What follows belongs to an exercise in optimizing a design on an open flow for a short achievable clock period and few clock cycles; a production flow would make more cautious choices.
Function was checked by simulation only, so behaviour that the tests miss may differ from the original.
Power and IR drop assume default switching activity.

## backend
module backend #(
    parameter logic [31:0] reset_pc = '0
) (
    input  logic        clk,
    input  logic        rst_n,
    input  logic        instruction_valid,
    input  logic [31:0] pc_in,
    input  logic [31:0] instruction,
    output logic [31:0] mem_address,
    output logic [31:0] mem_write_data,
    output logic [3:0]  mem_byte_enable,
    output logic        mem_write,
    output logic        mem_read,
    input  logic [31:0] mem_read_data,
    input  logic        mem_busy,
    output logic        stall,
    output logic        redirect,
    output logic [31:0] redirect_pc
);
==> flow/config.mk <==
export PLATFORM = sky130hd
export DESIGN_NAME = backend
export DESIGN_NICKNAME = backend
export VERILOG_FILES = /design/flow/design.v
export SDC_FILE = /design/flow/constraint.sdc
export NUM_CORES = 4
export LEC_CHECK = 0
export ABC_CLOCK_PERIOD_IN_PS = 3000
export CAP_MARGIN = 20
export CORE_MARGIN = 2
export CORE_UTILIZATION = 40
export SETUP_SLACK_MARGIN = 5
export SLEW_MARGIN = 20
export TNS_END_PERCENT = 100
==> flow/constraint.sdc <==
create_clock -name core_clock -period 8.5 [get_ports {clk}]
set_input_delay 1.7000 -clock core_clock [delete_from_list [all_inputs] [get_ports {clk}]]
set_output_delay 1.7000 -clock core_clock [all_outputs]
set_load 0.01 [all_outputs]
run.sh (not shown) runs the stock make flow with config.mk's settings and CLKGATE_MAP_FILE= SYNTH_SCRIPT=/design/flow/synth_recipe.tcl, a recipe that flattens the netlist after the stock synthesis.
Testbench counts at the start, summed over its fixed seeds: cycles 8,149.
Then changed:
--- a/flow/design.v
+++ b/flow/design.v
@@ -196,16 +196,15 @@
     logic        push, push_pred, bt_take;
     logic        bt_match, bt_hit, d_may_fire;
     assign in_op   = instruction[6:0];
     assign accept  = instruction_valid && !stall_r && !redirect_r;
     assign in_jal  = (in_op == OP_JAL);
     logic        au_v;
     logic [4:0]  au_rd;
-    logic [11:0] au_lo;
-    logic [19:0] au_hi, au_hip, au_him;    
+    logic [31:0] au_val;
     logic [31:0] in_jalr_tgt;
     assign in_jalr_p = au_v && (in_op == OP_JALR) && (instruction[19:15] == au_rd);
     assign in_jump   = in_jal || ((in_op == OP_BRANCH) && instruction[31]) || in_jalr_p;
     assign in_pred = !emay && !d_fuse && in_jump;
     logic [31:0] fe_pc, fe_pc_next;
     logic [18:0] fe_inc13, fe_dec13;
     logic [10:0] fe_inc21, fe_dec21;
@@ -225,21 +224,21 @@
             fe_inc21 <= inc11(fe_pc_next[31:21]);
             fe_dec21 <= dec11(fe_pc_next[31:21]);
         end
     end
     always_comb begin
         logic [12:0] lo;
         logic [19:0] hi;
-        lo = {1'b0, au_lo} + {1'b0, instruction[31:20]};
+        lo = {1'b0, au_val[11:0]} + {1'b0, instruction[31:20]};
         if (lo[12] == instruction[31])
-            hi = au_hi;
+            hi = au_val[31:12];
         else if (lo[12])
-            hi = au_hip;
+            hi = inc20(au_val[31:12]);
         else
-            hi = au_him;
+            hi = dec20(au_val[31:12]);
         in_jalr_tgt = {hi, lo[11:1], 1'b0};
     end
     assign in_target = !in_op[2] ? target_b(pc_in, instruction, fe_inc13, fe_dec13)
                      : (in_op[3] ? target_j(pc_in, instruction, fe_inc21, fe_dec21) : in_jalr_tgt);
     always_ff @(posedge clk or negedge rst_n) begin
         if (!rst_n)
             au_v <= 1'b0;
@@ -247,18 +246,15 @@
             au_v <= accept && (in_op == OP_AUIPC) && (instruction[11:7] != 5'd0);
         else if (redirect_r)
             au_v <= 1'b0;
     end
     always_ff @(posedge clk) begin
         if (push) begin
             au_rd  <= instruction[11:7];
-            au_lo  <= pc_in[11:0];
-            au_hi  <= pc_in[31:12] + instruction[31:12];
-            au_hip <= pc_in[31:12] + instruction[31:12] + 20'd1;
-            au_him <= pc_in[31:12] + instruction[31:12] - 20'd1;
+            au_val <= {pc_in[31:12] + instruction[31:12], pc_in[11:0]};
         end
     end
     assign bt_take   = bt_pend && instruction_valid && !stall_r;
     assign push      = accept || bt_take;
     assign push_pred = bt_pend || in_pred;
     logic pop, full_next;
     logic qa [QN];                    
Final area fell by 3.8%.
Hold slack improved by 0.021 ns.
Routed wire length came out lower by 7.1%.
Clock skew goes down by 0.026 ns.
Sequential power barely changes.
Setup slack gains 0.19 ns.
Utilization went down by 0.37 points.
Clock-buffer cell count drops by 19.
Total power increases by 10%.
Testbench counts after the change, summed over its fixed seeds: cycles 8,149.

* * *

backend, a different RTL version from the one above (not shown whole).
Size in the first run: ~6800 cells after synthesis, ~1800 flip-flops.
Design backend, start of the top module:
module backend #(
    parameter logic [31:0] reset_pc = '0
) (
    input  logic        clk,
    input  logic        rst_n,
    input  logic        instruction_valid,
    input  logic [31:0] pc_in,
    input  logic [31:0] instruction,
    output logic [31:0] mem_address,
    output logic [31:0] mem_write_data,
    output logic [3:0]  mem_byte_enable,
    output logic        mem_write,
    output logic        mem_read,
    input  logic [31:0] mem_read_data,
    input  logic        mem_busy,
    output logic        stall,
    output logic        redirect,
    output logic [31:0] redirect_pc
);
Settings: LEC_CHECK=0, ABC_CLOCK_PERIOD_IN_PS=3000, CAP_MARGIN=20, CORE_MARGIN=2, CORE_UTILIZATION=40, SETUP_SLACK_MARGIN=5, SLEW_MARGIN=20, TNS_END_PERCENT=100; clock period 8.5 ns.
The starting point went through all stages and came out clean.
Testbench counts at the start, summed over its fixed seeds: cycles 8,259.
Next try:
--- a/flow/design.v
+++ b/flow/design.v
@@ -88,34 +88,36 @@
     function automatic logic [10:0] inc11(logic [10:0] x);
         for (int i = 0; i < 11; i++) inc11[i] = x[i] ^ ((x & ((11'd1 << i) - 11'd1)) == ((11'd1 << i) - 11'd1));
     endfunction
     function automatic logic [10:0] dec11(logic [10:0] x);
         for (int i = 0; i < 11; i++) dec11[i] = x[i] ^ ((x & ((11'd1 << i) - 11'd1)) == 11'd0);
     endfunction
-    function automatic logic [31:0] target_b(logic [31:0] pc, logic [31:0] ins);
+    function automatic logic [31:0] target_b(logic [31:0] pc, logic [31:0] ins,
+                                             logic [18:0] pc_inc, logic [18:0] pc_dec);
         logic [13:0] lo;
         logic [18:0] hi;
         lo = {1'b0, pc[12:0]} + {1'b0, ins[31], ins[7], ins[30:25], ins[11:8], 1'b0};
         if (lo[13] == ins[31])
             hi = pc[31:13];
         else if (lo[13])
-            hi = inc19(pc[31:13]);
+            hi = pc_inc;
         else
-            hi = dec19(pc[31:13]);
+            hi = pc_dec;
         target_b = {hi, lo[12:0]};
     endfunction
-    function automatic logic [31:0] target_j(logic [31:0] pc, logic [31:0] ins);
+    function automatic logic [31:0] target_j(logic [31:0] pc, logic [31:0] ins,
+                                             logic [10:0] pc_inc, logic [10:0] pc_dec);
         logic [21:0] lo;
         logic [10:0] hi;
         lo = {1'b0, pc[20:0]} + {1'b0, ins[31], ins[19:12], ins[20], ins[30:21], 1'b0};
         if (lo[21] == ins[31])
             hi = pc[31:21];
         else if (lo[21])
-            hi = inc11(pc[31:21]);
+            hi = pc_inc;
         else
-            hi = dec11(pc[31:21]);
+            hi = pc_dec;
         target_j = {hi, lo[20:0]};
     endfunction
     logic        stall_r, redirect_r;
     logic [31:0] redirect_pc_r;
     localparam int QN = 3;            
     logic          qv    [QN];
@@ -188,13 +190,34 @@
     logic        bt_match, bt_hit, d_may_fire;
     assign in_op   = instruction[6:0];
     assign accept  = instruction_valid && !stall_r && !redirect_r;
     assign in_jal  = (in_op == OP_JAL);
     assign in_jump = in_jal || ((in_op == OP_BRANCH) && instruction[31]);
     assign in_pred = !emay && !d_fuse && in_jump;
-    assign in_target = in_jal ? target_j(pc_in, instruction) : target_b(pc_in, instruction);
+    logic [31:0] fe_pc, fe_pc_next;
+    logic [18:0] fe_inc13, fe_dec13;
+    logic [10:0] fe_inc21, fe_dec21;
+    assign fe_pc_next = redirect_r ? redirect_pc_r
+                                   : ((instruction_valid && !stall_r) ? fe_pc + 32'd4 : fe_pc);
+    always_ff @(posedge clk or negedge rst_n) begin
+        if (!rst_n) begin
+            fe_pc    <= reset_pc;
+            fe_inc13 <= inc19(reset_pc[31:13]);
+            fe_dec13 <= dec19(reset_pc[31:13]);
+            fe_inc21 <= inc11(reset_pc[31:21]);
+            fe_dec21 <= dec11(reset_pc[31:21]);
+        end else begin
+            fe_pc    <= fe_pc_next;
+            fe_inc13 <= inc19(fe_pc_next[31:13]);
+            fe_dec13 <= dec19(fe_pc_next[31:13]);
+            fe_inc21 <= inc11(fe_pc_next[31:21]);
+            fe_dec21 <= dec11(fe_pc_next[31:21]);
+        end
+    end
+    assign in_target = in_jal ? target_j(pc_in, instruction, fe_inc21, fe_dec21)
+                              : target_b(pc_in, instruction, fe_inc13, fe_dec13);
     assign bt_take   = bt_pend && instruction_valid && !stall_r;
     assign push      = accept || bt_take;
     assign push_pred = bt_pend || in_pred;
     logic pop, full_next;
     logic qa [QN];                    
     assign pop = q0_v && d_go;
First-iteration DRC count drops by a few percent.
Die area climbs by a few percent.
Non-clock buffer count rose by 35.
Final cell count rose by a few percent.
Register-to-register slack got worse by 0.19 ns.
Setup slack is worse by 0.12 ns.
Synthesized area rose by a few percent.
Critical path depth shrinks by 2.
Total power goes down by well over a third.
Worst hold slack improved by 0.016 ns.
Sequential share of layout area is lower by 0.77 points.
Testbench counts after the change, summed over its fixed seeds: cycles 8,259.

* * *

backend, a different RTL version from the one above (not shown whole).
For scale: ~6200 cells after synthesis, roughly 1600 flip-flops, ~200 I/O pins, ~86000 um^2 of cells after synthesis.
export LEC_CHECK = 0
export ABC_CLOCK_PERIOD_IN_PS = 3000
export CAP_MARGIN = 20
export CORE_MARGIN = 2
export CORE_UTILIZATION = 40
export SETUP_SLACK_MARGIN = 5
export SLEW_MARGIN = 20
export TNS_END_PERCENT = 100
create_clock -name core_clock -period 8.5 [get_ports {clk}]
Testbench counts at the start, summed over its fixed seeds: cycles 8,606.
Next try:
--- a/flow/design.v
+++ b/flow/design.v
@@ -151,66 +151,68 @@
     assign redirect        = redirect_r;
     assign redirect_pc     = redirect_pc_r;
     assign mem_address     = m_res;
     assign mem_read        = m_load;
     assign mem_write       = m_store;
     assign mem_write_data  = m_wdata;
     assign mem_byte_enable = m_be;
     logic freeze;       
     logic load_use;     
     logic d_go;         
     logic e_fire;       
     logic accept;       
+    logic d_fuse;       
+    logic d_fire;       
     assign freeze = mem_busy && (m_load || m_store);
     logic [6:0]  in_op;
     logic        in_jal, in_jump, in_pred;
     logic [31:0] in_target;
     logic        push, push_pred, bt_take;
     logic        bt_match, bt_hit, d_may_fire;
     assign in_op   = instruction[6:0];
     assign accept  = instruction_valid && !stall_r && !redirect_r;
     assign in_jal  = (in_op == OP_JAL);
     assign in_jump = in_jal || ((in_op == OP_BRANCH) && instruction[31]);
-    assign in_pred = !emay && in_jump;
+    assign in_pred = !emay && !d_fuse && in_jump;
     assign in_target = in_jal ? target_j(pc_in, instruction) : target_b(pc_in, instruction);
     assign bt_take   = bt_pend && instruction_valid && !stall_r;
     assign push      = accept || bt_take;
     assign push_pred = bt_pend || in_pred;
     logic pop, full_next;
     assign pop       = q0_v && d_go;
     assign full_next = q0_v && !pop && (q1_v || push);
     assign bt_match = bt_v && (pc_in == bt_key);
     assign bt_hit   = accept && bt_match && !in_jump && !emay && !d_may_fire
                       && (!q0_v || d_go);
     always_ff @(posedge clk or negedge rst_n) begin
         if (!rst_n) begin
             q0_v       <= 1'b0;
             q1_v       <= 1'b0;
             stall_r    <= 1'b0;
             redirect_r <= 1'b0;
             bt_pend    <= 1'b0;
         end else begin
-            if (e_fire) begin
+            if (e_fire || d_fire) begin
                 q0_v <= 1'b0;
                 q1_v <= 1'b0;
             end else begin
                 if (!q0_v || pop) begin
                     q0_v <= q1_v || push;
                     q1_v <= q1_v && push;
                 end else begin
                     q1_v <= q1_v || push;
                 end
             end
-            stall_r    <= !e_fire && full_next;
-            redirect_r <= e_fire || (accept && in_pred) || bt_hit || (bt_pend && !bt_take);
+            stall_r    <= !e_fire && !d_fire && full_next;
+            redirect_r <= e_fire || d_fire || (accept && in_pred) || bt_hit || (bt_pend && !bt_take);
             bt_pend    <= bt_hit;
         end
     end
     always_ff @(posedge clk) begin
         if (!q0_v || pop) begin
             if (q1_v) begin
                 q0_pc   <= q1_pc;
                 q0_ins  <= q1_ins;
                 q0_pred <= q1_pred;
                 q0_btb  <= q1_btb;
             end else begin
                 q0_pc   <= pc_in;
@@ -439,28 +441,28 @@
                 e_k_eq     <= 1'b0;
                 e_k_ne     <= 1'b0;
                 e_k_lt     <= 1'b0;
                 e_k_ge     <= 1'b0;
                 e_k_ltu    <= 1'b0;
                 e_k_geu    <= 1'b0;
             end else begin
                 e_v        <= 1'b1;
                 e_wr       <= d_wr;
                 e_load     <= d_load;
                 e_store    <= d_store;
                 e_jalr     <= d_jalr;
-                e_may_fire <= d_branch || d_jalr || (d_jal && !q0_pred);
+                e_may_fire <= (d_branch && !d_fuse) || d_jalr || (d_jal && !q0_pred);
                 e_k_always <= d_k_always;
-                e_k_eq     <= d_k_eq;
-                e_k_ne     <= d_k_ne;
+                e_k_eq     <= d_k_eq && !d_fuse;
+                e_k_ne     <= d_k_ne && !d_fuse;
                 e_k_lt     <= d_k_lt;
                 e_k_ge     <= d_k_ge;
                 e_k_ltu    <= d_k_ltu;
                 e_k_geu    <= d_k_geu;
             end
         end
     end
     always_ff @(posedge clk) begin
         if (d_go) begin
             e_rd     <= d_rd;
             e_f3     <= d_f3;
             e_sub    <= d_sub;
@@ -492,42 +494,51 @@
     logic [31:0] x_other;
     assign x_res = e_rsel[R_ADD] ? x_sum : x_other;
     always_comb begin
         x_other = ({32{e_rsel[R_SLT]}}  & {31'd0, x_lt})
               | ({32{e_rsel[R_SLTU]}} & {31'd0, x_ltu})
               | ({32{e_rsel[R_XOR]}}  & (x_a ^ x_b))
               | ({32{e_rsel[R_OR]}}   & (x_a | x_b))
               | ({32{e_rsel[R_AND]}}  & (x_a & x_b))
               | ({32{e_rsel[R_SLL]}}  & x_sll)
               | ({32{e_rsel[R_SR]}}   & x_sr)
               | ({32{e_rsel[R_LINK]}} & e_pc4);
     end
+    logic [31:0] z_r;
+    logic        x_zero;
+    assign z_r    = x_a ^ x_b;
+    assign x_zero = (z_r[0] == e_sub) && (z_r[31:1] == (x_a[30:0] | x_b[30:0]));
+    assign d_fuse = q0_v && d_branch && (d_f3[2:1] == 2'b00) && (d_rs2 == 5'd0)
+                    && d_fa_m && e_rsel[R_ADD] && !bt_pend;
+    assign d_fire = d_fuse && d_go && ((d_f3[0] ? !x_zero : x_zero) != q0_pred);
     assign ev     = e_v && !e_kill;
     assign ewr    = e_wr && !e_kill;
     assign eload  = e_load && !e_kill;
     assign estore = e_store && !e_kill;
     assign emay   = e_may_fire && !e_kill;
     always_ff @(posedge clk or negedge rst_n) begin
         if (!rst_n)
             e_kill <= 1'b0;
         else if (!freeze)
             e_kill <= e_fire;
     end
     assign e_fire = !freeze && !e_kill && (e_k_always
                                 || (e_k_eq  && x_eq)  || (e_k_ne  && !x_eq)
                                 || (e_k_lt  && x_lt)  || (e_k_ge  && !x_lt)
                                 || (e_k_ltu && x_ltu) || (e_k_geu && !x_ltu));
     always_ff @(posedge clk) begin
         if (emay)
             redirect_pc_r <= e_jalr ? {x_sum[31:1], 1'b0} : e_cand;
+        else if (d_fuse)
+            redirect_pc_r <= q0_pred ? q0_pc + 32'd4 : target_b(q0_pc, q0_ins);
         else if (bt_pend)
             redirect_pc_r <= bt_jpc;
         else if (bt_match && !in_jump)
             redirect_pc_r <= bt_tgt;
         else
             redirect_pc_r <= in_target;
     end
     logic [31:0] x_wdata;
     logic [3:0]  x_be;
     always_comb begin
         case (e_f3[1:0])
             2'b00: begin
After rerunning: Clock skew drops by 0.013 ns. Synthesized area climbs by about 2%. Total power came out lower by about 1.2%. Routed wire length increases by 7.7%. Design area came out higher by about 2.4%.
Testbench counts after the change, summed over its fixed seeds: cycles 8,514.

[what the ideal ports hide]
The results above use ideal ports. As a check the final layouts listed here were re-extracted and re-timed, cells and wires unchanged. Step 1 assumes that a clkbuf_16 drives the clock port and a buf_2 every other input. Step 2 also shifts input and output timing later by t, the mid clock arrival at the registers, as if the neighbouring blocks saw the same clock. Three values: ideal ports, drivers, drivers and shift; two values: the first two.
run | t, ns | setup WS [ns] | worst setup path at the end | clock arrival spread, ns
the first run of note 1 | 0.978 | 4.420 / 4.441 / 3.464 | input to register | 0.125 / 0.125
the second run of note 1 | 0.948 | 4.606 / 4.632 / 3.684 | input to register | 0.106 / 0.106
the first run of note 2 | 0.931 | 4.776 / 4.813 / 3.882 | input to register | 0.105 / 0.105
the second run of note 2 | 0.936 | 4.654 / 4.654 / 3.899 | input to register | 0.104 / 0.105
the first run of note 3 | 0.934 | 4.834 / 4.884 / 3.981 | input to register | 0.096 / 0.097
the second run of note 3 | 0.927 | 4.796 / 4.796 / 4.023 | input to register | 0.090 / 0.090
After both steps setup and hold are still met in every run listed. The setup slack of the first run of note 1, which loses most, moves by +0.021 ns with the drivers and by -0.956 ns with both steps.
